This design comes from an exercise in tuning for small area, a short achievable clock period and few clock cycles per item on the open sky130 flow, not from production work. RTL that was checked went through simulation tests only; none was proved equivalent to the original. No functional check of the RTL was part of runs 5 and 6.

## design/flow/config.mk

```make
export PLATFORM = sky130hd
export DESIGN_NAME = stepper_ramp_pwm_rate_generator_top
export DESIGN_NICKNAME = stepper_ramp_pwm_rate_generator_top
export VERILOG_FILES = /design/flow/design.v
export SDC_FILE = /design/flow/constraint.sdc
export NUM_CORES = 4
export LEC_CHECK = 0
export CAP_MARGIN = 20
export CORE_MARGIN = 2
export CORE_UTILIZATION = 40
export CTS_BUF_LIST = sky130_fd_sc_hd__clkbuf_4 sky130_fd_sc_hd__clkbuf_8
export CTS_CLUSTER_SIZE = 30
export SETUP_SLACK_MARGIN = 3.0
export SLEW_MARGIN = 20
```

## design/flow/constraint.sdc

```tcl
create_clock -name core_clock -period 8.0 [get_ports {clk}]
set_input_delay 1.6000 -clock core_clock [delete_from_list [all_inputs] [get_ports {clk}]]
set_output_delay 1.6000 -clock core_clock [all_outputs]
set_load 0.01 [all_outputs]
```

## design/flow/design.v

```verilog
`default_nettype none
package srpg_pkg;
    localparam int DIV_FRAC_BITS_DEF = 4;
    localparam int CLK_W             = 28;
    localparam int DIVISOR_W         = 32;
    localparam int DIV_INT_MAX       = 255;
    localparam int WRAP_MIN          = 10;
    localparam int WRAP_MAX          = 65535;
    typedef enum logic [1:0] {
        OP_START = 2'd0,
        OP_TICK  = 2'd1,
        OP_STOP  = 2'd2
    } opcode_t;
    typedef enum logic [1:0] {
        REG_MAX_RATE      = 2'd0,
        REG_RAMP_STEP     = 2'd1,
        REG_RAMP_INTERVAL = 2'd2,
        REG_SYS_CLOCK     = 2'd3
    } reg_index_t;
    typedef struct packed {
        logic        forward;
        logic [15:0] requested_rate;
        logic [31:0] now_ms;
        logic [1:0]  opcode;
    } item_t;
    typedef struct packed {
        logic [15:0] max_rate;
        logic [15:0] ramp_step;
        logic [15:0] ramp_interval_ms;
    } ramp_cfg_t;
    typedef struct packed {
        logic [15:0] rate;
        logic        direction;
        logic        reprog;
    } ramp_status_t;
endpackage
`default_nettype wire
`default_nettype none
`default_nettype wire
`default_nettype none
`default_nettype wire
`default_nettype none
module stepper_ramp_pwm_rate_generator_top (
    input  wire logic        clk,
    input  wire logic        rst_n,
    input  wire logic        cfg_we,
    input  wire logic [1:0]  cfg_addr,
    input  wire logic [27:0] cfg_wdata,
    input  wire logic        s_tvalid,
    output logic             s_tready,
    input  wire logic [55:0] s_tdata,
    output logic             m_tvalid,
    input  wire logic        m_tready,
    output logic [63:0]      m_tdata
);
    logic [15:0] max_rate_reg;
    logic [15:0] ramp_step_reg;
    logic [15:0] ramp_interval_reg;
    logic [27:0] sys_clock_reg;
    always_ff @(posedge clk or negedge rst_n)
    begin
        if (!rst_n)
        begin
            max_rate_reg      <= 16'd65535;
            ramp_step_reg     <= 16'd100;
            ramp_interval_reg <= 16'd10;
            sys_clock_reg     <= 28'd125000000;
        end
        else if (cfg_we)
        begin
            case (cfg_addr)
                2'd0:    max_rate_reg      <= cfg_wdata[15:0];
                2'd1:    ramp_step_reg     <= cfg_wdata[15:0];
                2'd2:    ramp_interval_reg <= cfg_wdata[15:0];
                default: sys_clock_reg     <= cfg_wdata;
            endcase
        end
    end
    logic [1:0]  in_op;
    logic [31:0] in_now;
    logic [15:0] in_req;
    logic        in_fwd;
    assign in_op  = s_tdata[1:0];
    assign in_now = s_tdata[33:2];
    assign in_req = s_tdata[49:34];
    assign in_fwd = s_tdata[50];
    logic        running_reg;
    logic        below_reg;    
    logic [15:0] cur_reg;
    logic [15:0] tgt_reg;
    logic [31:0] last_reg;
    logic        dir_reg;
    logic        reprog_reg;
    logic [1:0]  vis_reg;      
    logic        pre_ok;       
    logic        f_need;       
    logic        f_tick;       
    logic        f_req_lt;     
    logic        f_sc_lt;      
    logic        f_sum_ge;     
    logic        step_lt_max;
    logic [15:0] step_clamp;
    logic [16:0] sum;
    always_comb
    begin
        step_lt_max = ramp_step_reg < max_rate_reg;
        step_clamp  = step_lt_max ? ramp_step_reg : max_rate_reg;
        sum         = {1'b0, cur_reg} + {1'b0, ramp_step_reg};
    end
    logic accept;
    always_ff @(posedge clk or negedge rst_n)
    begin
        if (!rst_n)
            vis_reg <= '0;
        else if (s_tvalid && !accept)
            vis_reg <= (vis_reg == 2'd2) ? vis_reg : vis_reg + 2'd1;
        else
            vis_reg <= '0;
    end
    assign pre_ok = (vis_reg != 2'd0);
    logic        el_bw_reg;
    logic        el_ge_reg;
    logic        el_sg_reg;
    logic [16:0] el_c;
    always_comb
    begin
        if (vis_reg == 2'd0)
            el_c = {1'b0, in_now[15:0]} - {1'b0, last_reg[15:0]};
        else
            el_c = {1'b0, in_now[31:16]} - {1'b0, last_reg[31:16]} - {16'd0, el_bw_reg};
    end
    always_ff @(posedge clk)
    begin
        if (vis_reg == 2'd0)
        begin
            el_bw_reg <= el_c[16];
            el_ge_reg <= el_c[15:0] >= ramp_interval_reg;
        end
        else if (vis_reg == 2'd1)
        begin
            el_ge_reg <= el_ge_reg || (el_c[14:0] != 15'd0);
            el_sg_reg <= el_c[15];
        end
    end
    assign f_tick = f_need && (vis_reg == 2'd2) && el_ge_reg && !el_sg_reg;
    always_ff @(posedge clk)
    begin
        f_need    <= (in_op == 2'd1) && running_reg && below_reg;
        f_req_lt  <= in_req < max_rate_reg;
        f_sc_lt   <= step_clamp < in_req;
        f_sum_ge  <= sum >= {1'b0, tgt_reg};
    end
    logic [15:0] req_clamp;
    logic [15:0] start_rate;
    logic [15:0] tick_rate;
    logic [15:0] rate_next;
    always_comb
    begin
        req_clamp  = f_req_lt ? in_req : max_rate_reg;
        start_rate = (f_req_lt && !f_sc_lt) ? in_req : step_clamp;
        tick_rate  = f_sum_ge ? tgt_reg : sum[15:0];
        case (in_op)
            2'd0:    rate_next = start_rate;
            2'd1:    rate_next = f_tick ? tick_rate : cur_reg;
            2'd2:    rate_next = 16'd0;
            default: rate_next = cur_reg;
        endcase
    end
    logic        mwr_reg;      
    always_ff @(posedge clk or negedge rst_n)
    begin
        if (!rst_n)
            mwr_reg <= 1'b0;
        else if (cfg_we && (cfg_addr == 2'd0) && running_reg)
            mwr_reg <= 1'b1;
        else if (accept && !in_op[0])
            mwr_reg <= 1'b0;
    end
    always_ff @(posedge clk or negedge rst_n)
    begin
        if (!rst_n)
        begin
            running_reg <= 1'b0;
            cur_reg     <= '0;
            dir_reg     <= 1'b0;
            reprog_reg  <= 1'b0;
        end
        else if (accept)
        begin
            case (in_op)
                2'd0:
                begin
                    running_reg <= 1'b1;
                    dir_reg     <= in_fwd;
                    reprog_reg  <= 1'b1;
                end
                2'd1:
                begin
                    reprog_reg <= f_tick;
                end
                2'd2:
                begin
                    running_reg <= 1'b0;
                    reprog_reg  <= 1'b1;
                end
                default:
                begin
                    reprog_reg <= 1'b0;
                end
            endcase
            cur_reg <= rate_next;
        end
    end
    always_ff @(posedge clk)
    begin
        if (accept && (in_op == 2'd0))
        begin
            below_reg <= f_req_lt ? f_sc_lt : step_lt_max;
            tgt_reg   <= req_clamp;
            last_reg  <= in_now;
        end
        else if (accept && f_tick)
        begin
            below_reg <= !f_sum_ge;
            last_reg  <= in_now;
        end
    end
    logic        jmp_reg;      
    logic        clp_reg;      
    logic        ocap_reg;     
    logic        ypd_reg;      
    logic        yclp_reg;     
    logic        reload;       
    logic        jump;         
    logic        load;         
    logic        z_reg;        
    logic        ov_reg;       
    logic        dcl_pend;     
    logic        dcl_reg;      
    logic        lowm_reg;     
    logic        full_reg;     
    logic        busy_reg;
    logic        chk_reg;      
    logic        fin_reg;
    logic [2:0]  cnt_reg;      
    logic [2:0]  last_grp;     
    logic [15:0] den_reg;
    logic [15:0] o_rate;       
    logic [17:0] den3_reg;     
    logic [15:0] den_next;
    logic [1:0]  lp_reg;       
    logic [1:0]  lc_reg;       
    logic [1:0]  lcode;        
    logic        spec_reg;     
    logic        sload;        
    logic        rst_reg;      
    logic        hit;          
    logic [15:0] rem_spec;
    logic [15:0] rem_reg;
    logic [27:0] quo_reg;
    logic [3:0]  nb_reg;       
    logic        top_f;        
    logic        done;         
    logic        hold;         
    logic [31:0] dividend;
    assign dividend = {sys_clock_reg, 4'b0000};
    assign last_grp = lowm_reg ? 3'd1 : (full_reg ? 3'd0 : 3'd3);
    assign top_f    = (quo_reg[3:0] == 4'hf);
    logic        zero;
    logic        ovf;
    logic        fit24;
    logic        fit20;
    logic        fit16;
    always_comb
    begin
        zero  = (den_reg == 16'd0);
        ovf   = (den_reg[15:4] == 12'd0) && (sys_clock_reg[27:24] >= den_reg[3:0]);
        fit24 = (den_reg[15:8] != 8'd0) || (sys_clock_reg[27:20] < den_reg[7:0]);
        fit20 = (den_reg[15:12] != 4'd0) || (sys_clock_reg[27:16] < den_reg[11:0]);
        fit16 = (clp_reg ? max_rate_reg : sys_clock_reg[27:12]) < den_reg;
    end
    logic [15:0] rem_c;
    logic [3:0]  qb_c;
    logic [17:0] sh;
    logic [18:0] d1;
    logic [18:0] d2;
    logic [18:0] d3;
    always_comb
    begin
        rem_c = rem_reg;
        for (int i = 1; i >= 0; i--)
        begin
            sh = {rem_c, nb_reg[2*i+1], nb_reg[2*i]};
            d1 = {1'b0, sh} - {3'b000, den_reg};
            d2 = {1'b0, sh} - {2'b00, den_reg, 1'b0};
            d3 = {1'b0, sh} - {1'b0, den3_reg};
            if (!d3[18])
            begin
                qb_c[2*i+1 -: 2] = 2'd3;
                rem_c            = d3[15:0];
            end
            else if (!d2[18])
            begin
                qb_c[2*i+1 -: 2] = 2'd2;
                rem_c            = d2[15:0];
            end
            else if (!d1[18])
            begin
                qb_c[2*i+1 -: 2] = 2'd1;
                rem_c            = d1[15:0];
            end
            else
            begin
                qb_c[2*i+1 -: 2] = 2'd0;
                rem_c            = sh[15:0];
            end
        end
    end
    logic [2:0]  cnt_next;
    logic [15:0] rem_jmp;
    function automatic logic [15:0] rem_at(input logic [1:0] code, input logic [27:0] sc);
        case (code)
            2'd0:    rem_at = sc[27:12];
            2'd1:    rem_at = {4'd0, sc[27:16]};
            2'd2:    rem_at = {8'd0, sc[27:20]};
            default: rem_at = {12'd0, sc[27:24]};
        endcase
    endfunction
    always_comb
    begin
        lcode    = fit16 ? 2'd0 : (fit20 ? 2'd1 : (fit24 ? 2'd2 : 2'd3));
        rem_jmp  = rem_at(lcode, sys_clock_reg);
        rem_spec = rem_at(lp_reg, sys_clock_reg);
        hit      = spec_reg && (lcode == lp_reg);
        if (sload)
            cnt_next = {1'b0, lp_reg} + 3'd3;
        else if (jump && !hit)
            cnt_next = {1'b0, lcode} + 3'd3;
        else
            cnt_next = cnt_reg - 3'd1;
        if (chk_reg && top_f)
            den_next = dcl_reg ? max_rate_reg : (ocap_reg ? o_rate : cur_reg);
        else if (reload)
            den_next = cur_reg;
        else if (load)
            den_next = rate_next;
        else if (clp_reg && fit16)
            den_next = max_rate_reg;
        else
            den_next = den_reg;
    end
    assign sload = load;
    always_ff @(posedge clk or negedge rst_n)
    begin
        if (!rst_n)
        begin
            lp_reg   <= 2'd1;
            spec_reg <= 1'b0;
        end
        else
        begin
            spec_reg <= sload;
            if (jump && !(zero || ovf))
                lp_reg <= lcode;
        end
    end
    always_ff @(posedge clk)
    begin
        nb_reg   <= dividend[{cnt_next, 2'b11} -: 4];
        den_reg  <= den_next;
        den3_reg <= {2'b00, den_next} + {1'b0, den_next, 1'b0};
        if (sload)
            rem_reg <= rem_spec;
        else if (jump && !hit)
            rem_reg <= rem_jmp;
        else
            rem_reg <= rem_c;
        if (!hold)
            quo_reg <= {quo_reg[23:0], qb_c};
        if (jump || zfast)
        begin
            if (!rst_reg)
                dcl_reg <= dcl_pend;
            z_reg    <= zero || zfast;
            ov_reg   <= ovf;
            lowm_reg <= fit16 || fit20;
            full_reg <= rst_reg;
            lc_reg   <= lcode;
        end
        if (load)
            dcl_pend <= 1'b0;
        else if (clp_reg && fit16)
            dcl_pend <= 1'b1;
    end
    logic [15:0] qw;
    logic [15:0] wlow;
    logic [11:0] qx;
    logic        cc;
    logic [12:0] dv;
    logic        hi;
    logic [11:0] div_o;
    logic [15:0] wrap_o;
    logic [27:0] qm;           
    always_comb
    begin
        qm    = quo_reg;
        if (!full_reg && !lc_reg[0])
            qm[15:12] = 4'd0;
        if (lc_reg != 2'd3)
            qm[27:24] = 4'd0;
        qw    = qm[15:0];
        wlow  = ((qw < 16'd11) ? 16'd11 : qw) - 16'd1;
        qx    = full_reg ? qm[27:16] : qm[15:4];
        cc    = full_reg && (qm[11:0] >= ~qx);
        dv    = {1'b0, qx} + {12'd0, cc};
        hi    = ov_reg || (dv > 13'd4080);
        if (lowm_reg)
        begin
            div_o  = 12'd16;
            wrap_o = wlow;
        end
        else
        begin
            div_o  = hi ? 12'd4080 : dv[11:0];
            wrap_o = (hi || !cc) ? 16'd65535 : 16'd65534;
        end
    end
    logic        mv_reg;
    logic        o_en;
    logic [11:0] o_div;
    logic [15:0] o_wrap;
    logic        o_dir;
    logic        o_rep;
    logic        cap;
    logic        ready_in;     
    logic        need_c;
    logic        zero_c;
    logic        zfast;
    logic        early;        
    logic        direct;       
    assign need_c   = (in_op == 2'd0) || ((in_op == 2'd1) && running_reg && below_reg);
    assign zero_c   = (in_op == 2'd2) || ((in_op != 2'd0) && !f_tick && (cur_reg == 16'd0));
    assign ready_in = !need_c || (pre_ok && (!f_need || (vis_reg == 2'd2)));
    assign done     = fin_reg || (chk_reg && !top_f);
    assign cap      = done && (!mv_reg || m_tready);
    assign hold     = done && !cap;
    assign early    = busy_reg && (cnt_reg == last_grp) && !zero_c && !ocap_reg
                      && (!mv_reg || m_tready);
    assign direct   = !busy_reg && !jmp_reg && !(chk_reg && top_f) && !hold;
    assign s_tready = ready_in && !ypd_reg && (early || direct);
    assign accept   = s_tvalid && s_tready;
    assign zfast    = accept && zero_c;
    assign reload   = ypd_reg && cap;
    assign load     = (accept && !zero_c) || reload;
    assign jump     = jmp_reg && !clp_reg && !hold && !(chk_reg && top_f);
    always_ff @(posedge clk or negedge rst_n)
    begin
        if (!rst_n)
        begin
            jmp_reg  <= 1'b0;
            clp_reg  <= 1'b0;
            ocap_reg <= 1'b0;
            ypd_reg  <= 1'b0;
            rst_reg  <= 1'b0;
            busy_reg <= 1'b0;
            chk_reg  <= 1'b0;
            fin_reg  <= 1'b0;
            cnt_reg  <= '0;
            mv_reg   <= 1'b0;
        end
        else
        begin
            if (load)
            begin
                jmp_reg <= 1'b1;
                clp_reg <= reload ? yclp_reg : (in_op[0] && mwr_reg);
            end
            else
            begin
                if (jump)
                    jmp_reg <= 1'b0;
                clp_reg <= 1'b0;
            end
            if (accept && busy_reg)
                ocap_reg <= 1'b1;
            else if (cap)
                ocap_reg <= 1'b0;
            if (chk_reg && top_f)
            begin
                jmp_reg <= 1'b1;
                clp_reg <= 1'b0;
                rst_reg <= 1'b1;
                if (jmp_reg)
                    ypd_reg <= 1'b1;
            end
            else
            begin
                if (jump)
                    rst_reg <= 1'b0;
                if (reload)
                    ypd_reg <= 1'b0;
            end
            cnt_reg <= cnt_next;
            chk_reg <= 1'b0;
            if (cap)
                fin_reg <= 1'b0;
            else if (chk_reg && !top_f)
                fin_reg <= 1'b1;
            if (jump)
            begin
                busy_reg <= !(zero || ovf);
                fin_reg  <= zero || ovf;
            end
            else if (zfast)
                fin_reg  <= 1'b1;
            else if (busy_reg && (cnt_reg == last_grp))
            begin
                busy_reg <= 1'b0;
                if (lowm_reg || full_reg)
                    fin_reg <= 1'b1;
                else
                    chk_reg <= 1'b1;
            end
            if (cap)
                mv_reg <= 1'b1;
            else if (m_tready)
                mv_reg <= 1'b0;
        end
    end
    always_ff @(posedge clk)
    begin
        if (accept)
            yclp_reg <= in_op[0] && mwr_reg;
        if (cap)
        begin
            o_en   <= !z_reg;
            o_div  <= z_reg ? 12'd0 : div_o;
            o_wrap <= z_reg ? 16'd0 : wrap_o;
        end
        if ((cap && !ocap_reg) || (accept && busy_reg))
        begin
            o_rate <= cur_reg;
            o_dir  <= dir_reg;
            o_rep  <= reprog_reg;
        end
    end
    assign m_tvalid = mv_reg;
    assign m_tdata  = {2'b00, o_rep, o_dir, o_rate, o_wrap[15:1], o_wrap,
                       o_div, o_en};
endmodule
`default_nettype wire
```

## design/flow/flow/run.sh

```bash
#!/bin/bash
# Standard layout, except that the port buffers are the smallest plain
# buffer (buf_1) instead of the delay buffer buffer_ports picks by default.
set -euo pipefail
export BUFFER_PORTS_ARGS="-buffer_cell sky130_fd_sc_hd__buf_1"
bash standard.sh > orfs_make.log 2>&1
```

## design/flow/standard.sh

```bash
#!/bin/bash
# synth_recipe.tcl (not shown) runs the flow's synth.tcl, then flattens the netlist and writes it again
# the make line also repeats each setting of config.mk as NAME=value (left out here)
make -C /OpenROAD-flow-scripts/flow DESIGN_CONFIG=/design/flow/config.mk WORK_HOME=/design/flow/orfs CLKGATE_MAP_FILE= SYNTH_SCRIPT=/design/flow/synth_recipe.tcl "${@:-finish}"
```

==> reports/results.txt, run 1 <==
clock-pin slew on the worst setup and hold paths - 0.07 ns
max reg flops - 32
Reg area - 0.00812 mm²
cell mode on critical path - a211o_1
grt total ovfl - 0
Final WS setup - 2.48 ns
setup TNS - 0 ns
final period utilization - 69.0%
Die Wd - 257 µm
CTS Hold Bufs - 0
top_reg_cell synth - edfxtp_1
Initial Util - 40.5%
most numerous cell in the Yosys netlist - ha_1
Max-Cap Viols - 0
clk root buf - clkbuf_8
Multi-input gate area - 0.0173 mm²
worst slew pin tran - 1.02 ns
register area share after synthesis - 31.7%
Worst EP arrival - 6.07 ns
vias per std cell - 5.86
status - finished clean
largest stage delay on the critical path - 0.37 ns
Slew headroom - 32.0%
DP Wirelength - 66400 µm
async set-reset flop share out of synthesis - 36.9%
CTS Buf Count - 56
Routed WL per cell - 22.6 µm
Post-Syn Area per Cell - 8.98 µm²
vias - 23496
fin crit period - 5.52 ns
Buffers on Ports - 149
CTS tree - built
antenna fix cells - 0
hold path start - dcl_pend
final wirelength - 90800 µm
FF+latch count, synth - 306
maximum number of pins on one net before global-route repair - 76
die area - 0.0658 mm²
Hold Crit Class - reg2reg
crit path buf inv count - 3
Synth cell types - 90
clock latency (worst-skew pair) - 0.69 ns
Final Hold Fails - 0
routability congestion estimate - 0.932
area grow syn2layout - 20.5%
unrepaired setup endpoints after global routing - yes
crit path cell chain - clkinvlp_4 -> ha_4 -> and3_4 -> a221o_1 -> a211o_1 -> o21ai_4 -> nand2_4 -> o21ai_4 -> nor2_2 -> a21oi_4 -> buf_6 -> ha_4 -> nor2b_4 -> o31a_1 -> o211a_1 -> o31a_1 -> o221ai_2 -> o21ai_1 -> a211o_1 -> o21bai_4 -> buf_4 -> mux2i_1 -> nor3_1 -> a211o_1
initial antenna violation count - 0
Synth Cell Area - 0.0255 mm²
slowest CP cell - dfxtp_4
Crit Path Category - reg2reg
clk_skew - 0.0320 ns
DRC - 0
DRT iter0 DRCs - 1746
post-synth top area share - 15.9%
Layout fillers - 6046
# rows - 92
YS warnings - 1
Synth Instances - 2842
Max FO, Critical Path - 5
hold_ws - 0.446 ns
Place WS - 1.36 ns
final setup vio count - 0
htree depth - 2
First-pass DRT Iterations - 7
Required @ worst endpoint - 8.55 ns
Area contributors post-synth - edfxtp_1 16%, ha_1 16%, dfrtp_1 7.6%
layout cells sized above 1 - 20.0%
nets - 3537
Core Region - 0.0631 mm²
vias in the first global route - 22992
Clock Path Buffers - 3
Yosys top cell by area - edfxtp_1
Post-synth EDFFs - 135
first-pass GRT wire length - 136000 µm
Tot GR Track Use - 26.6%
Critical Path Source - den_reg[8]
Fmax - 181 MHz
CP top delay family - compound AO/OA/AOI/OAI gates
Final Max Slew Viols - 0
Antenna Nets Post-Route - 0
die span in y - 257 µm
CTS sink cnt - 306
r2r startpoint - den_reg[8]
CP Capture Type - register
num ports - 157
Startpoint Class - register
top post-synthesis cells by count - 317 x ha_1, 235 x inv_1, 233 x nand2_1
repair_timing:
item / 4_1_cts / 5_1_grt
gates cloned: 9 / 1
pin swaps: 45 / 48
setup buffers: 90 / 49
resized for setup: 179 / 92
hold endpoints to repair: 0 / 0
endpoints found under the setup margin: 44 / 38
placed cells by master, fill, tap and decap left out, types with 22 or more instances in the layout:
cell type and n:
a21o_1 74, a21oi_1 176, a21oi_2 22, buf_1 148, buf_4 148, clkbuf_8 71, dfrtp_1 73, dfstp_2 34
dfxtp_1 46, edfxtp_1 135, ha_1 294, inv_1 217, mux2_2 88, mux2i_1 54, nand2_1 224, nand2b_1 41
nand3_1 52, nand4_1 23, nor2_1 166, nor2b_1 36, nor3_1 48, o211ai_1 29, o21a_1 35, o21ai_0 185
o21ai_1 27, o31ai_1 22, xnor2_1 83, xor2_1 47
logic make-up after synthesis:
group / share of synthesized area, %
buf+inv: 5.47
fa+ha+maj: 16.4
simple gates: 13.4
xor+xnor: 4.53
compound gates: 22.1
flops: 31.7
other cells: 0.0147
mux: 6.46
stage by stage:
stage                     std cells  utilization, %  instance area [µm²]
after floorplan                2843               -                25800
after global placement         3757            42.9                27100
after detailed placement       3757            42.9                27100
after CTS                      3962            47.6                30000
after global routing           4012            48.7                30700
final                          4012            48.7                30700
area by class of cell:
cell class,count,share of cell area [%]
clock buffers,91,3.67
repair buffers,317,6.25
inverters,237,3.08
flip-flops and latches,306,26.4
well taps,846,3.44
repair inverters,1,0.0163
clock inverters,15,0.826
multi-input cells,2199,56.3
worst paths after layout:
path | end | slack (ns) | cells after the start
worst max-delay path | rem_reg[13] | 2.48 | 24
worst min-delay path | dcl_reg | 0.45 | 0
worst max register to register | rem_reg[13] | 2.48 | 24
worst min register to register | dcl_reg | 0.45 | 0
max in group asynchronous | sys_clock_reg[27] | 5.49 | 2
min in group asynchronous | dir_reg | 0.95 | 1
per-layer routing:
metal	GRT usage [%]	up-vias	part of all wire [%]
met5	0	-	0
met4	11.9	0	5.1
met3	4.08	240	6.7
met2	45.0	904	47
met1	33.5	11311	41
li1	-	11041	-
Testbench counts, summed over its fixed seeds: cycles 6,059, items 2,000.
==> inputs of run 2 (changes only) <==
--- a/design/flow/config.mk
+++ b/design/flow/config.mk
@@ -7,8 +7,8 @@
 export LEC_CHECK = 0
 export CAP_MARGIN = 20
 export CORE_MARGIN = 2
-export CORE_UTILIZATION = 40
+export CORE_UTILIZATION = 60
 export CTS_BUF_LIST = sky130_fd_sc_hd__clkbuf_4 sky130_fd_sc_hd__clkbuf_8
 export CTS_CLUSTER_SIZE = 30
-export SETUP_SLACK_MARGIN = 3.0
+export SETUP_SLACK_MARGIN = 2.5
 export SLEW_MARGIN = 20
==> run 2 against run 1 <==
Critical endpoint is now rem_reg[2]. Critical path depth rose by 1. Synthesized cell count did not move. Flip-flop and latch count did not move. Still clean on timing, DRC and antenna.
==> reports/results.txt, run 2 <==
maximum number of pins on one net before global-route repair - 79
post-synth top area share - 15.9%
Synth Area in XOR/XNOR - 4.53%
final period utilization - 69.7%
CTS tree - built
register area share after synthesis - 31.7%
num ports - 157
CP Capture Type - register
commonest non-fill, non-tap cell in the layout - ha_1
CP Capture Point - rem_reg[2]
Die Wd - 210 µm
clock latency (worst-skew pair) - 0.66 ns
CTS Buf Count - 53
Synth cell types - 90
most frequent cells in the layout - 298 x ha_1, 230 x inv_1, 229 x nand2_1
setup TNS - 0 ns
Layout fillers - 3393
Compound-Gate Fraction of Synth Area - 22.1%
Fmax - 179 MHz
Max FO, Critical Path - 8
Post-synth EDFFs - 135
vias in the first global route - 22648
clk root buf - clkbuf_8
area grow syn2layout - 15.0%
final wirelength - 82100 µm
clk_skew - 0.0462 ns
die span in y - 210 µm
top post-synthesis cells by count - 317 x ha_1, 235 x inv_1, 233 x nand2_1
Worst EP arrival - 6.09 ns
Routed WL per cell - 22.5 µm
Final Hold Fails - 0
Core Region - 0.0419 mm²
Initial Util - 60.8%
# rows - 75
post-synthesis mux area share - 6.46%
Final Max Slew Viols - 0
unrepaired setup endpoints after global routing - yes
DRT iter0 DRCs - 1886
Tot GR Track Use - 36.1%
CTS Hold Bufs - 0
Antenna Nets Post-Route - 0
Critical Path Source - den_reg[8]
reg2reg end - rem_reg[2]
initial antenna violation count - 0
Crit Path Category - reg2reg
Synth Instances - 2842
status - finished clean
layout cells sized above 1 - 16.2%
Final Non-Filler Cells - 3653
routability congestion estimate - 1.01
DRC - 0
Post-Syn Area per Cell - 8.98 µm²
Synth Cell Area - 0.0255 mm²
FF+latch count, synth - 306
simple-gate portion of the synthesized area - 13.4%
reg2reg path depth - 25
max reg flops - 32
Startpoint Class - register
fin crit period - 5.58 ns
FF-to-FF setup slack - 2.42 ns
worst slew pin tran - 1.01 ns
CTS sink cnt - 306
most numerous cell in the Yosys netlist - ha_1
YS warnings - 1
largest family of logic cells by synthesized area - compound AO/OA/AOI/OAI gates
Final Core Density - 70.0%
grt total ovfl - 0
synthesized-area fraction occupied by adder cells - 16.4%
Clock Path Buffers - 3
top_reg_cell synth - edfxtp_1
htree depth - 2
die area - 0.0442 mm²
Required @ worst endpoint - 8.51 ns
antenna fix cells - 0
Max-Cap Viols - 0
r2r startpoint - den_reg[8]
Yosys top cell by area - edfxtp_1
Buffers on Ports - 149
nets - 3489
final setup vio count - 0
First-pass DRT Iterations - 8
Slew headroom - 32.8%
Hold Crit Class - reg2reg
first-pass GRT wire length - 124000 µm
Placed Instances - 3457
async set-reset flop share out of synthesis - 36.9%
clock-pin slew on the worst setup and hold paths - 0.07 ns
Area contributors post-synth - edfxtp_1 16%, ha_1 16%, dfrtp_1 7.6%
vias - 23384
vias per std cell - 6.40
DP Wirelength - 60700 µm
hold_ws - 0.441 ns
-- run 2: changes by cell type in the layout (fill, tap and decap cells not counted), sizes merged --
cell      before  now
o21bai        17   14
nand2        235  234
clkbuf        92   78
nor2         178  177
o221ai         5    4
inv          225  233
clkinvlp      17   10
bufbuf         0    1
clkinv         5   17
buf          316  274
bufinv         6    2
-- run 2: through the flow --
step | area (µm²) | setup slack, ns
after floorplan | 25600 | 2.51
after global placement | 26600 | 1.48
after detailed placement | 26600 | 1.37
after CTS | 28500 | 2.48
after global routing | 29300 | 2.26
final | 29300 | 2.42
-- run 2: repair_timing --
item,4_1_cts,5_1_grt
buffers inserted,46,44
setup endpoints to repair,28,20
pin swaps,34,60
cloned,5,2
gates resized for setup,91,111
-- run 2: area by class of cell --
| cell class | instances | area (µm²) | share of cell area [%] |
|---|---|---|---|
| multi-input cells | 2193 | 16900 | 57.4 |
| flip-flops and latches | 306 | 8100 | 27.6 |
| repair buffers | 278 | 1710 | 5.83 |
| clock buffers | 75 | 913 | 3.11 |
| inverters | 237 | 911 | 3.10 |
| well taps | 539 | 674 | 2.30 |
| clock inverters | 24 | 186 | 0.635 |
| repair inverters | 1 | 5.00 | 0.0171 |
-- run 2: how the worst min path moves through the flow --
stage                     startpoint       to  slack [ns]  cells after the start
after detailed placement    dcl_pend  dcl_reg        0.42                      0
after global routing        dcl_pend  dcl_reg        0.45                      0
final                       dcl_pend  dcl_reg        0.44                      0
after global placement      dcl_pend  dcl_reg        0.42                      0
after CTS                   dcl_pend  dcl_reg        0.44                      0
after floorplan             dcl_pend  dcl_reg        0.41                      0
-- run 2: worst max-delay path, cell delays in order (launching register included) --
cell and delay, ns:
dfxtp_4 0.37, clkinvlp_4 0.16, buf_6 0.17, ha_4 0.21
buf_4 0.14, a221o_1 0.35, a211o_1 0.33, o21ai_2 0.18
nand2_2 0.15, buf_8 0.20, buf_12 0.13, a211oi_1 0.17
o21ai_0 0.14, o21ai_1 0.33, ha_1 0.37, o211a_1 0.18
o31a_1 0.29, o221ai_2 0.20, o21ai_1 0.08, a211o_1 0.25
o21bai_4 0.19, buf_8 0.18, buf_6 0.12, o21ai_1 0.09
o21ai_1 0.13, a221oi_1 0.29
-- run 2: cells by family (layout without fill, tap and decap cells) --
| group | Yosys count | after routing |
|---|---|---|
| fa+ha+maj | 328 | 328 |
| flops | 306 | 306 |
| compound gates | 860 | 860 |
| simple gates | 718 | 719 |
| other cells | 1 | 2 |
| mux | 152 | 152 |
| buf+inv | 345 | 615 |
| xor+xnor | 132 | 132 |
-- run 2: routing by layer --
layer | part of all wire (%) | wire length (µm) | GRT usage [%] | vias up
met5 | 0 | 0 | 0 | -
met4 | 6.0 | 4940 | 21.4 | 0
met3 | 7.4 | 6050 | 7.45 | 306
met2 | 46 | 37900 | 58.5 | 1070
met1 | 40 | 33200 | 44.5 | 11086
li1 | - | - | - | 10922
==> inputs of run 3 (changes only) <==
--- a/design/flow/config.mk
+++ b/design/flow/config.mk
@@ -7,7 +7,7 @@
 export LEC_CHECK = 0
 export CAP_MARGIN = 20
 export CORE_MARGIN = 2
-export CORE_UTILIZATION = 60
+export CORE_UTILIZATION = 50
 export CTS_BUF_LIST = sky130_fd_sc_hd__clkbuf_4 sky130_fd_sc_hd__clkbuf_8
 export CTS_CLUSTER_SIZE = 30
 export SETUP_SLACK_MARGIN = 2.5
==> run 3 against run 2 <==
Fmax up 2.2%. Largest cell class unchanged. Critical endpoint is now rem_reg[9]. Area after synthesis stayed put. Synthesized cell count stayed put. Hold slack about the same. Sequential share of layout area is 0.051 points lower. Clock skew shrank 0.012 ns. Flip-flop and latch count did not move.
==> reports/results.txt, run 3 <==
Critical Path Source - den_reg[8]
final period utilization - 68.2%
DP Wirelength - 63200 µm
Max-Cap Viols - 0
clock-pin slew on the worst setup and hold paths - 0.06 ns
async set-reset flop share out of synthesis - 36.9%
Hold Crit Class - reg2reg
Final Hold Fails - 0
die span in y - 230 µm
Synth cell types - 90
r2r startpoint - den_reg[8]
status - finished clean
FF+latch count, synth - 306
Worst EP arrival - 6.01 ns
Slew headroom - 36.1%
hold path start - dcl_pend
vias - 23281
commonest non-fill, non-tap cell in the layout - ha_1
fin crit period - 5.46 ns
CTS Buf Count - 57
WHS Endpoint - dcl_reg
Area contributors post-synth - edfxtp_1 16%, ha_1 16%, dfrtp_1 7.6%
layout cells sized above 1 - 15.8%
Initial Util - 50.8%
Post-synth EDFFs - 135
num ports - 157
Synth Cell Area - 0.0255 mm²
Layout fillers - 4576
FF-to-FF setup slack - 2.54 ns
Required @ worst endpoint - 8.56 ns
clock latency (worst-skew pair) - 0.69 ns
vias in the first global route - 22698
setup TNS - 0 ns
most numerous cell in the Yosys netlist - ha_1
Placed Instance Area - 0.0268 mm²
Die Wd - 230 µm
Final Max Slew Viols - 0
Fmax - 183 MHz
Synth Instances - 2842
unrepaired setup endpoints after global routing - yes
die area - 0.0529 mm²
First-pass DRT Iterations - 10
Routed WL per cell - 22.4 µm
reg2reg path depth - 25
DRC - 0
CP Capture Type - register
Max FO, Critical Path - 6
clk_skew - 0.0346 ns
Startpoint Class - register
top post-synthesis cells by count - 317 x ha_1, 235 x inv_1, 233 x nand2_1
area grow syn2layout - 15.4%
YS warnings - 1
CTS sink cnt - 306
Place WS - 1.35 ns
first-pass GRT wire length - 128000 µm
htree depth - 2
most frequent cells in the layout - 300 x ha_1, 229 x nand2_1, 225 x inv_1
DRT iter0 DRCs - 1916
# rows - 82
Crit Path Category - reg2reg
Post-Syn Area per Cell - 8.98 µm²
Buffers on Ports - 149
grt total ovfl - 0
initial antenna violation count - 0
worst slew pin tran - 0.958 ns
post-synth top area share - 15.9%
max reg flops - 32
register area share after synthesis - 31.7%
routability congestion estimate - 0.977
reg2reg end - rem_reg[9]
Final Core Density - 58.6%
CTS Hold Bufs - 0
final setup vio count - 0
Clock Path Buffers - 3
vias per std cell - 6.17
final design instance area without fill - 0.0295 mm²
top_reg_cell synth - edfxtp_1
clk root buf - clkbuf_8
Tot GR Track Use - 31.2%
maximum number of pins on one net before global-route repair - 84
Antenna Nets Post-Route - 0
final wirelength - 84600 µm
Final WS setup - 2.54 ns
Yosys top cell by area - edfxtp_1
Hold Crit Depth - 0
CTS tree - built
Core Region - 0.0503 mm²
nets - 3468
-- run 3: cell counts after synthesis --
Identical to the previous run, type by type.
-- run 3: timing repair --
item / CTS / global route
buffers inserted: 33 / 31
hold endpoints to repair: 0 / 0
cloned: 5 / 0
setup endpoints to repair: 29 / 32
resized for setup: 94 / 107
pin swaps: 19 / 41
-- run 3: logic make-up after synthesis --
logic type	Yosys count	synth area share, %
DFF	306	31.7
adders and majority gates	328	16.4
and+or+nand+nor	718	13.4
other	1	0.0147
muxes	152	6.46
AOI/OAI and AO/OA	860	22.1
buffers and inverters	345	5.47
xor gates and xnor gates	132	4.53
-- run 3: cell type report --
| cell class | count | area, µm² | share of cell area, % |
|---|---|---|---|
| tap | 672 | 841 | 2.85 |
| clock inverter | 27 | 323 | 1.10 |
| antenna | 2 | 5.00 | 0.0170 |
| multi-input combinational | 2193 | 16800 | 57.0 |
| timing repair inverter | 1 | 5.00 | 0.0170 |
| timing repair buffer | 253 | 1430 | 4.85 |
| sequential | 306 | 8110 | 27.5 |
| clock buffer | 81 | 1030 | 3.49 |
| inverter | 237 | 925 | 3.14 |
-- run 3: worst max path at each step --
stage,to,slack (ns),cells past startpoint
global placement,rem_reg[12],1.37,23
CTS,den3_reg[16],2.51,19
detailed placement,den3_reg[15],1.35,23
floorplan,rem_reg[9],2.51,24
finish,rem_reg[9],2.54,25
global route,rem_reg[12],2.40,25
-- run 3: metrics by stage --
stage	hold slack, ns	cells
after floorplan	0.409	2843
after global placement	0.424	3593
after detailed placement	0.430	3593
after CTS	0.435	3739
after global routing	0.447	3770
final	0.441	3772
-- run 3: per-layer routing --
metal,wire [µm],track usage (%),part of all wire [%],up-vias
li1,-,-,-,10882
met1,34100,38.6,40,11189
met2,40000,52.3,47,944
met3,5640,4.84,6.7,266
met4,4890,16.7,5.8,0
met5,0,0,0,-
-- run 3: critical path, cell delays in order (launching register included) --
cell and delay, ns:
dfxtp_2 0.35, inv_2 0.05, buf_8 0.14, ha_4 0.22, and3_4 0.15, a221o_1 0.36
a211o_1 0.35, o21ai_2 0.19, nand2_2 0.12, o21ai_1 0.17, buf_4 0.21, nor2_4 0.05
a21oi_4 0.22, ha_4 0.25, nor2b_4 0.12, o21a_1 0.22, a311o_1 0.35, o31a_1 0.34
a31o_4 0.27, a31oi_4 0.15, o21a_1 0.20, o221ai_4 0.17, buf_6 0.19, nor2b_2 0.19
a221oi_2 0.25, nor2_1 0.08
==> inputs of run 4 (changes only) <==
--- a/design/flow/config.mk
+++ b/design/flow/config.mk
@@ -8,7 +8,8 @@
 export CAP_MARGIN = 20
 export CORE_MARGIN = 2
 export CORE_UTILIZATION = 50
-export CTS_BUF_LIST = sky130_fd_sc_hd__clkbuf_4 sky130_fd_sc_hd__clkbuf_8
+export CTS_BUF_LIST = sky130_fd_sc_hd__clkbuf_8 sky130_fd_sc_hd__clkbuf_16
+export CTS_CLUSTER_DIAMETER = 80
 export CTS_CLUSTER_SIZE = 30
 export SETUP_SLACK_MARGIN = 2.5
 export SLEW_MARGIN = 20
==> run 4 against run 3 <==
Register-to-register slack improved by 0.04 ns. Clock skew increased by 0.0039 ns. Critical path depth unchanged. Highest routed layer unchanged.
==> reports/results.txt, run 4 <==
area grow syn2layout - 14.3%
clk_skew - 0.0385 ns
Placed Instance Area - 0.0268 mm²
most frequent cells in the layout - 299 x ha_1, 227 x nand2_1, 225 x inv_1
final design instance area without fill - 0.0292 mm²
die area - 0.0529 mm²
unrepaired setup endpoints after global routing - no
CTS Hold Bufs - 0
max reg flops - 32
Final Hold Fails - 0
reg2reg path depth - 25
simple-gate portion of the synthesized area - 13.4%
Final Max Slew Viols - 0
Critical Path Source - den_reg[8]
top_reg_cell synth - edfxtp_1
nets - 3441
htree depth - 1
Layout fillers - 4584
Synth Area in XOR/XNOR - 4.53%
reg2reg end - rem_reg[0]
First-pass DRT Iterations - 9
commonest non-fill, non-tap cell in the layout - ha_1
post-synth top area share - 15.9%
Fmax - 184 MHz
clk root buf - clkbuf_16
Max FO, Critical Path - 5
first-pass GRT wire length - 128000 µm
CTS Buf Count - 25
post-synthesis mux area share - 6.46%
Core Region - 0.0503 mm²
Synth cell types - 90
Compound-Gate Fraction of Synth Area - 22.1%
CTS sink cnt - 306
status - finished clean
Clock Path Buffers - 3
grt total ovfl - 0
Slew headroom - 37.1%
die span in y - 230 µm
Multi-input gate area - 0.0168 mm²
antenna fix cells - 0
clock latency (worst-skew pair) - 0.60 ns
async set-reset flop share out of synthesis - 36.9%
Max-Cap Viols - 0
worst slew pin tran - 0.943 ns
vias in the first global route - 22426
layout cells sized above 1 - 14.7%
CP Capture Type - register
setup TNS - 0 ns
Final WS setup - 2.58 ns
Post-synth EDFFs - 135
Die Wd - 230 µm
DP Wirelength - 63200 µm
Place WS - 1.35 ns
final period utilization - 67.8%
CTS tree - built
Post-Syn Area per Cell - 8.98 µm²
Startpoint Class - register
DRC - 0
FF+latch count, synth - 306
vias - 23214
DRT iter0 DRCs - 1909
top post-synthesis cells by count - 317 x ha_1, 235 x inv_1, 233 x nand2_1
initial antenna violation count - 1
num ports - 157
most numerous cell in the Yosys netlist - ha_1
fin crit period - 5.42 ns
Crit Path Category - reg2reg
Initial Util - 50.8%
YS warnings - 1
Antenna Nets Post-Route - 0
Worst EP arrival - 5.93 ns
Synth Instances - 2842
routability congestion estimate - 0.977
r2r startpoint - den_reg[8]
Synth Cell Area - 0.0255 mm²
Reg area - 0.00811 mm²
Hold Crit Class - reg2reg
CP Capture Point - rem_reg[0]
Tot GR Track Use - 31.0%
final setup vio count - 0
synthesized-area fraction occupied by adder cells - 16.4%
hold path start - dcl_pend
Buffers on Ports - 149
largest family of logic cells by synthesized area - compound AO/OA/AOI/OAI gates
vias per std cell - 6.25
register area share after synthesis - 31.7%
# rows - 82
Area contributors post-synth - edfxtp_1 16%, ha_1 16%, dfrtp_1 7.6%
Routed WL per cell - 22.8 µm
clock-pin slew on the worst setup and hold paths - 0.09 ns
Yosys top cell by area - edfxtp_1
maximum number of pins on one net before global-route repair - 84
final wirelength - 84700 µm
Required @ worst endpoint - 8.51 ns
FF-to-FF setup slack - 2.58 ns
run 4: cell counts after synthesis:
No cell type changed its count.
run 4: final cells by class:
| class | count | share of cell area (%) |
|---|---|---|
| multi-input combinational | 2193 | 57.7 |
| sequential | 306 | 27.8 |
| timing repair buffer | 257 | 5.12 |
| inverter | 237 | 3.14 |
| tap | 672 | 2.88 |
| clock buffer | 26 | 2.23 |
| clock inverter | 19 | 1.13 |
| timing repair inverter | 2 | 0.0386 |
run 4: critical path, cell delays in order, from the launching register on:
cell	delay (ns)
dfxtp_2	0.35
inv_2	0.04
buf_6	0.13
ha_4	0.26
and3_4	0.15
a221o_1	0.33
a211o_1	0.35
o21ai_2	0.18
nand2_2	0.13
o21ai_2	0.17
buf_6	0.17
nor2_4	0.04
a21oi_4	0.16
ha_1	0.26
nor2b_1	0.14
o21a_1	0.19
a311o_1	0.29
o31a_1	0.33
a31o_4	0.27
a31oi_4	0.20
o21a_1	0.20
o221ai_4	0.16
buf_4	0.18
nand2b_2	0.22
mux2_2	0.29
o21bai_1	0.16
run 4: worst min path at each step:
stage               to  cells past startpoint  slack, ns
6_report       dcl_reg                      0       0.45
5_1_grt        dcl_reg                      0       0.46
4_1_cts        dcl_reg                      0       0.44
3_5_place_dp   dcl_reg                      0       0.43
3_3_place_gp   dcl_reg                      0       0.42
2_1_floorplan  dcl_reg                      0       0.41
run 4: per-layer routing:
layer / share of wire [%] / global-route usage (%)
met1: 41 / 38.8
met5: 0 / 0
met4: 6.0 / 15.6
met3: 6.1 / 3.41
met2: 47 / 52.9
run 4: what timing repair did:
action | 4_1_cts | 5_1_grt
buffers inserted | 36 | 32
setup endpoints to repair | 29 | 30
resized for setup | 101 | 108
cloned | 5 | 1
pin swaps | 24 | 40
hold endpoints to repair | 0 | 0
run 4: logic make-up (layout without fill, tap and decap cells):
logic type / after synthesis / count (layout)
other: 1 / 2
flip-flops: 306 / 306
buffers and inverters: 345 / 541
AO/OA/AOI/OAI: 860 / 860
AND/OR/NAND/NOR: 718 / 719
XOR/XNOR: 132 / 132
adder cells (fa/ha/maj): 328 / 328
multiplexers: 152 / 152
run 4: stage by stage:
step           hold WS, ns  util [%]  instances
2_1_floorplan        0.409         -       2843
3_3_place_gp         0.424      53.3       3593
3_5_place_dp         0.430      53.3       3593
4_1_cts              0.443      56.6       3679
5_1_grt              0.458      58.0       3712
6_report             0.451      58.0       3712
==> inputs of run 5 (changes only) <==
--- a/design/flow/design.v
+++ b/design/flow/design.v
@@ -294,26 +294,10 @@
             d1 = {1'b0, sh} - {3'b000, den_reg};
             d2 = {1'b0, sh} - {2'b00, den_reg, 1'b0};
             d3 = {1'b0, sh} - {1'b0, den3_reg};
-            if (!d3[18])
-            begin
-                qb_c[2*i+1 -: 2] = 2'd3;
-                rem_c            = d3[15:0];
-            end
-            else if (!d2[18])
-            begin
-                qb_c[2*i+1 -: 2] = 2'd2;
-                rem_c            = d2[15:0];
-            end
-            else if (!d1[18])
-            begin
-                qb_c[2*i+1 -: 2] = 2'd1;
-                rem_c            = d1[15:0];
-            end
-            else
-            begin
-                qb_c[2*i+1 -: 2] = 2'd0;
-                rem_c            = sh[15:0];
-            end
+            qb_c[2*i+1] = !d2[18];
+            qb_c[2*i]   = !d3[18] || (d2[18] && !d1[18]);
+            rem_c = ({16{!d3[18]}} & d3[15:0]) | ({16{d3[18] && !d2[18]}} & d2[15:0])
+                  | ({16{d2[18] && !d1[18]}} & d1[15:0]) | ({16{d1[18]}} & sh[15:0]);
         end
     end
     logic [2:0]  cnt_next;
--- a/design/flow/config.mk
+++ b/design/flow/config.mk
@@ -7,9 +7,8 @@
 export LEC_CHECK = 0
 export CAP_MARGIN = 20
 export CORE_MARGIN = 2
-export CORE_UTILIZATION = 50
-export CTS_BUF_LIST = sky130_fd_sc_hd__clkbuf_8 sky130_fd_sc_hd__clkbuf_16
-export CTS_CLUSTER_DIAMETER = 80
+export CORE_UTILIZATION = 40
+export CTS_BUF_LIST = sky130_fd_sc_hd__clkbuf_4 sky130_fd_sc_hd__clkbuf_8
 export CTS_CLUSTER_SIZE = 30
 export SETUP_SLACK_MARGIN = 2.5
 export SLEW_MARGIN = 20
==> run 5 against run 4 <==
Flip-flop and latch count stayed put. Area after synthesis is 0.72% lower. Critical path type unchanged. Hold slack worse by 0.0079 ns. First-iteration DRC count is 17% lower. Non-clock buffer count is 36 higher. Largest cell class unchanged. Critical path depth is 2 lower. Synthesized cell count is 1.5% lower. Critical endpoint is now rem_reg[10]. Still clean.
==> reports/results.txt, run 5 <==
Post-synth EDFFs - 135
YS warnings - 1
# rows - 92
nets - 3471
initial antenna violation count - 3
max reg flops - 32
final wirelength - 86000 µm
Antenna Nets Post-Route - 0
CTS Hold Bufs - 0
most numerous cell in the Yosys netlist - ha_1
worst slew pin tran - 1.23 ns
CTS Buf Count - 59
DRC - 0
Fmax - 175 MHz
Required @ worst endpoint - 8.56 ns
commonest non-fill, non-tap cell in the layout - ha_1
Synth Cell Area - 0.0253 mm²
Core Region - 0.0629 mm²
simple-gate portion of the synthesized area - 12.4%
Crit Path Category - reg2reg
CP top delay family - compound AO/OA/AOI/OAI gates
crit path buf inv count - 4
Tot GR Track Use - 25.2%
async set-reset flop share out of synthesis - 36.9%
vias per std cell - 5.81
first-pass GRT wire length - 129000 µm
Final Non-Filler Cells - 3947
layout cells sized above 1 - 18.3%
Yosys top cell by area - edfxtp_1
Placed Instances - 3715
Die Wd - 256 µm
top_reg_cell synth - edfxtp_1
Synth Area in XOR/XNOR - 4.87%
Area contributors post-synth - edfxtp_1 16%, ha_1 16%, dfrtp_1 7.7%
fin crit period - 5.73 ns
largest family of logic cells by synthesized area - compound AO/OA/AOI/OAI gates
Buffers on Ports - 149
Max FO, Critical Path - 16
Synth Instances - 2798
clock-pin slew on the worst setup and hold paths - 0.06 ns
status - finished clean
Post-Syn Area per Cell - 9.06 µm²
final period utilization - 71.6%
post-synth top area share - 16.0%
Worst EP arrival - 6.29 ns
Layout fillers - 6044
num ports - 157
Slew headroom - 17.6%
slowest CP cell - dfxtp_2
Final Hold Fails - 0
die span in y - 256 µm
Initial Util - 40.3%
Synth cell types - 98
Startpoint Class - register
CTS sink cnt - 306
DRT iter0 DRCs - 1581
synthesized-area fraction occupied by adder cells - 16.5%
top post-synthesis cells by count - 317 x ha_1, 248 x inv_1, 217 x a21oi_1
Max-Cap Viols - 0
Routed WL per cell - 21.8 µm
htree depth - 2
die area - 0.0654 mm²
grt total ovfl - 0
area grow syn2layout - 17.7%
DP Wirelength - 63900 µm
most frequent cells in the layout - 296 x ha_1, 225 x inv_1, 208 x nand2_1
Hold Crit Class - reg2reg
FF+latch count, synth - 306
routability congestion estimate - 0.947
post-synthesis mux area share - 5.88%
antenna fix cells - 0
Final Max Slew Viols - 0
setup TNS - 0 ns
clk root buf - clkbuf_8
CP Capture Type - register
crit path cell chain - clkinvlp_4 -> ha_4 -> nand4_1 -> or3_1 -> o211ai_1 -> a21bo_2 -> a31oi_4 -> buf_4 -> a222oi_1 -> nand2_1 -> buf_4 -> ha_1 -> o21ai_0 -> a21oi_1 -> o31ai_2 -> o21ai_2 -> o2111ai_1 -> a21oi_1 -> a211o_4 -> nor2_4 -> buf_6 -> a22oi_2 -> a31oi_1
register area share after synthesis - 31.9%
clock latency (worst-skew pair) - 0.68 ns
First-pass DRT Iterations - 6
vias - 22949
Compound-Gate Fraction of Synth Area - 22.6%
vias in the first global route - 22383
unrepaired setup endpoints after global routing - yes
maximum number of pins on one net before global-route repair - 85
CTS tree - built
Clock Path Buffers - 3
final setup vio count - 0
largest stage delay on the critical path - 0.40 ns
clk_skew - 0.0444 ns
==> run 5: cell types whose count changed in the layout (fill, tap and decap cells not counted), sizes merged, moves of 15 or more <==
cell    delta
clkbuf    +61
buf       +37
o21ai     -24
nand2     -23
nor2      -20
mux2i     -19
nand3     -18
a211oi    +16
a21oi     +15
==> run 5: cell families (layout without fill, tap and decap cells) <==
family	Yosys count	after routing
xor+xnor	141	141
simple gates	659	662
buf+inv	359	657
fa+ha+maj	328	328
mux	136	136
compound gates	868	869
other cells	1	2
flops	306	306
==> run 5: path summary, 6_finish.rpt <==
check                                 start          end  slack, ns  cells past startpoint
worst max register to register   den_reg[7]  rem_reg[10]       2.27                     23
worst min-delay path            quo_reg[21]  quo_reg[25]       0.44                      0
worst min register to register  quo_reg[21]  quo_reg[25]       0.44                      0
max in group asynchronous             rst_n      clp_reg       5.94                      2
worst max-delay path             den_reg[7]  rem_reg[10]       2.27                     23
min in group asynchronous             rst_n  cur_reg[11]       0.90                      1
==> run 5: what timing repair did <==
action | 4_1_cts | 5_1_grt
cloned | 5 | 1
buffers inserted | 64 | 50
endpoints found under the hold margin | 0 | 0
endpoints found under the setup margin | 29 | 25
resized for setup | 117 | 89
pin swaps | 76 | 79
==> run 5: through the flow <==
stage	hold WS [ns]	instance area, µm²	worst slack [ns]	util, %
global placement	0.420	26800	1.25	42.6
CTS	0.443	29000	2.26	46.1
global route	0.458	29800	2.04	47.5
finish	0.443	29800	2.27	47.5
detailed placement	0.426	26800	1.19	42.6
floorplan	0.408	25400	2.50	-
==> run 5: cell type report <==
type | instances | area (µm²) | area share (%)
Inverter | 253 | 1020 | 3.42
Timing Repair inverter | 1 | 5.00 | 0.0168
Clock buffer | 88 | 1090 | 3.66
Multi-Input combinational cell | 2138 | 16600 | 55.8
Timing Repair Buffer | 293 | 1740 | 5.83
Sequential cell | 306 | 8100 | 27.2
Tap cell | 846 | 1060 | 3.55
Clock inverter | 22 | 165 | 0.554
==> run 5: routing by layer <==
layer	global-route usage, %	part of all wire (%)	vias to the layer above
li1	-	-	10801
met1	32.6	42	11108
met2	42.7	48	852
met3	3.80	6.9	182
met4	8.90	3.4	6
met5	0	0.047	-
==> inputs of run 6 (changes only) <==
--- a/design/flow/design.v
+++ b/design/flow/design.v
@@ -147,7 +147,7 @@
     begin
         f_need    <= (in_op == 2'd1) && running_reg && below_reg;
         f_req_lt  <= in_req < max_rate_reg;
-        f_sc_lt   <= step_clamp < in_req;
+        f_sc_lt   <= (ramp_step_reg < in_req) || (max_rate_reg < in_req);
         f_sum_ge  <= sum >= {1'b0, tgt_reg};
     end
     logic [15:0] req_clamp;
==> run 6 against run 5 <==
Still clean. Synthesized cell count shrank 1.5%. Wire length grew 1.5%. Register-to-register slack worse by 0.05 ns. Cell count fell by 0.28%. Global-route usage grew 0.83 points. Sequential share of layout area down 0.37 points. Design area is 1.5% higher. Critical endpoint is now den3_reg[17].
==> reports/results.txt, run 6 <==
final period utilization - 72.2%
FF-to-FF setup slack - 2.22 ns
Tot GR Track Use - 26.0%
setup TNS - 0 ns
Worst EP arrival - 6.35 ns
Final Max Slew Viols - 0
Hold Crit Class - reg2reg
slowest CP cell - dfstp_2
register area share after synthesis - 32.1%
# rows - 92
layout cells sized above 1 - 20.2%
die area - 0.0650 mm²
initial antenna violation count - 2
Buffers on Ports - 149
final design instance area without fill - 0.0303 mm²
Area contributors post-synth - edfxtp_1 16%, ha_1 16%, dfrtp_1 7.7%
final wirelength - 87300 µm
Final Hold Fails - 0
nets - 3460
most frequent cells in the layout - 290 x ha_1, 211 x inv_1, 203 x nand2_1
status - finished clean
clk_skew - 0.0509 ns
DP Wirelength - 64200 µm
CTS sink cnt - 306
Startpoint Class - register
most numerous cell in the Yosys netlist - ha_1
vias per std cell - 5.80
Final Core Density - 48.2%
final setup vio count - 0
num ports - 157
vias - 22835
maximum number of pins on one net before global-route repair - 66
First-pass DRT Iterations - 7
FF+latch count, synth - 306
Synth Cell Area - 0.0252 mm²
vias in the first global route - 22142
async set-reset flop share out of synthesis - 36.9%
area grow syn2layout - 20.1%
DRT iter0 DRCs - 1599
CP Capture Type - register
die span in y - 255 µm
Post-Syn Area per Cell - 9.14 µm²
Max-Cap Viols - 0
Required @ worst endpoint - 8.57 ns
Crit Path Category - reg2reg
crit path cell chain - inv_1 -> ha_1 -> a21oi_2 -> o21ai_1 -> a31o_2 -> a211oi_4 -> buf_4 -> buf_6 -> nand2_1 -> o211ai_1 -> o21ai_0 -> o221ai_1 -> a21oi_1 -> o21ai_0 -> ha_1 -> a21oi_2 -> o21bai_1 -> a21oi_2 -> nor2b_1 -> o21a_1 -> o41a_1 -> a21o_1 -> a21o_1 -> a21o_1
htree depth - 2
unrepaired setup endpoints after global routing - yes
antenna fix cells - 0
Post-synth EDFFs - 135
clock latency (worst-skew pair) - 0.69 ns
Routed WL per cell - 22.2 µm
Yosys top cell by area - edfxtp_1
commonest non-fill, non-tap cell in the layout - ha_1
Max FO, Critical Path - 15
post-synth top area share - 16.1%
first-pass GRT wire length - 130000 µm
fin crit period - 5.78 ns
Placed Instances - 3685
clk root buf - clkbuf_8
Synth cell types - 103
top_reg_cell synth - edfxtp_1
worst slew pin tran - 1.05 ns
Die Wd - 255 µm
Placed Instance Area - 0.0267 mm²
clock-pin slew on the worst setup and hold paths - 0.06 ns
Initial Util - 40.2%
top post-synthesis cells by count - 318 x ha_1, 228 x inv_1, 215 x a21oi_1
Core Region - 0.0627 mm²
Clock Path Buffers - 3
DRC - 0
Antenna Nets Post-Route - 0
Fmax - 173 MHz
routability congestion estimate - 0.959
CTS Buf Count - 58
YS warnings - 1
grt total ovfl - 0
max reg flops - 32
CTS tree - built
Slew headroom - 29.0%
Final Non-Filler Cells - 3936
Synth Instances - 2757
largest stage delay on the critical path - 0.69 ns
==> run 6: layout make-up <==
cell class                      instances  area (µm²)
Fill cell                            5900       32500
Multi-Input combinational cell       2117       16800
Sequential cell                       306        8110
Timing Repair Buffer                  326        2070
Clock buffer                           87        1080
Tap cell                              846        1060
Inverter                              230         921
Clock inverter                         23         250
Timing Repair inverter                  1        7.51
==> run 6: critical path: cells and delay by family (launching register included) <==
kind                     cells  cell delay [ns]
AND/OR/NAND/NOR              2             0.14
AO/OA/AOI/OAI               17             3.49
flip-flops                   1             0.69
adder cells (fa/ha/maj)      2             0.74
buffers and inverters        3             0.59
==> run 6: routing by layer <==
metal  up-vias  track usage (%)  wire length (µm)
li1      10695                -                 -
met1     11087             33.4             36400
met2       828             43.3             41300
met3       221             4.21              5630
met4         4             11.1              3940
met5         -                0                26
==> run 6: cell families (layout without fill, tap and decap cells) <==
group | Yosys count | count (layout) | synth area share, %
other | 1 | 2 | 0.0149
buffers and inverters | 337 | 667 | 5.46
AND/OR/NAND/NOR | 664 | 666 | 12.7
multiplexers | 151 | 151 | 6.44
adder cells (fa/ha/maj) | 329 | 329 | 16.7
AO/OA/AOI/OAI | 827 | 827 | 21.7
XOR/XNOR | 142 | 142 | 4.93
flip-flops | 306 | 306 | 32.1
==> run 6: repair_timing <==
action | in CTS | in global routing
gates resized for setup | 103 | 129
endpoints found under the setup margin | 27 | 25
hold buffers | 0 | 0
pin swaps | 48 | 86
gates cloned | 2 | 3
buffers inserted | 64 | 72
==> run 6: final timing paths <==
path | cells after the start | endpoint | from
setup / recovery | 24 | den3_reg[17] | max_rate_reg[2]
hold / removal | 0 | quo_reg[25] | quo_reg[21]
setup reg to reg | 24 | den3_reg[17] | max_rate_reg[2]
hold reg to reg | 0 | quo_reg[25] | quo_reg[21]
max in group asynchronous | 2 | clp_reg | rst_n
min in group asynchronous | 1 | ramp_interval_reg[9] | rst_n
==> run 6: through the flow <==
step                worst slack (ns)  hold WS (ns)
floorplan                       2.07         0.408
global placement                1.11         0.419
detailed placement              1.10         0.421
CTS                             2.26         0.434
global route                    1.95         0.454
finish                          2.22         0.443

[what the ideal ports hide]
The flow's constraints put no driver on any port. The routed layouts listed below were extracted and timed again, unchanged, in two steps. Step 1 assumes that a clkbuf_16 drives the clock port and a buf_2 every other input. Step 2, shift: input delay + t, output delay - t, t = (earliest + latest rising clock arrival at the registers) / 2. This alone moves slack from input paths to output paths. a / b / c = ideal / step 1 / step 2; a / b = the first two.
| run | shift t [ns] | setup slack, ns | latest minus earliest clock arrival (ns) | pins driven straight from the clock port |
|---|---|---|---|---|
| run 1 | 0.730 | 2.483 / 2.483 / 2.314 | 0.040 / 0.039 | 1 |
| run 2 | 0.691 | 2.421 / 2.421 / 1.914 | 0.046 / 0.046 | 1 |
| run 3 | 0.726 | 2.542 / 2.542 / 1.977 | 0.038 / 0.039 | 1 |
| run 4 | 0.639 | 2.579 / 2.579 / 1.997 | 0.039 / 0.039 | 1 |
| run 5 | 0.716 | 2.271 / 2.271 / 1.882 | 0.045 / 0.045 | 1 |
| run 6 | 0.720 | 2.222 / 2.222 / 1.684 | 0.051 / 0.051 | 1 |
After both steps setup and hold are still met in every run listed. The setup slack of run 4, which loses most, moves by 0.000 ns with the drivers and by -0.582 ns with both steps.
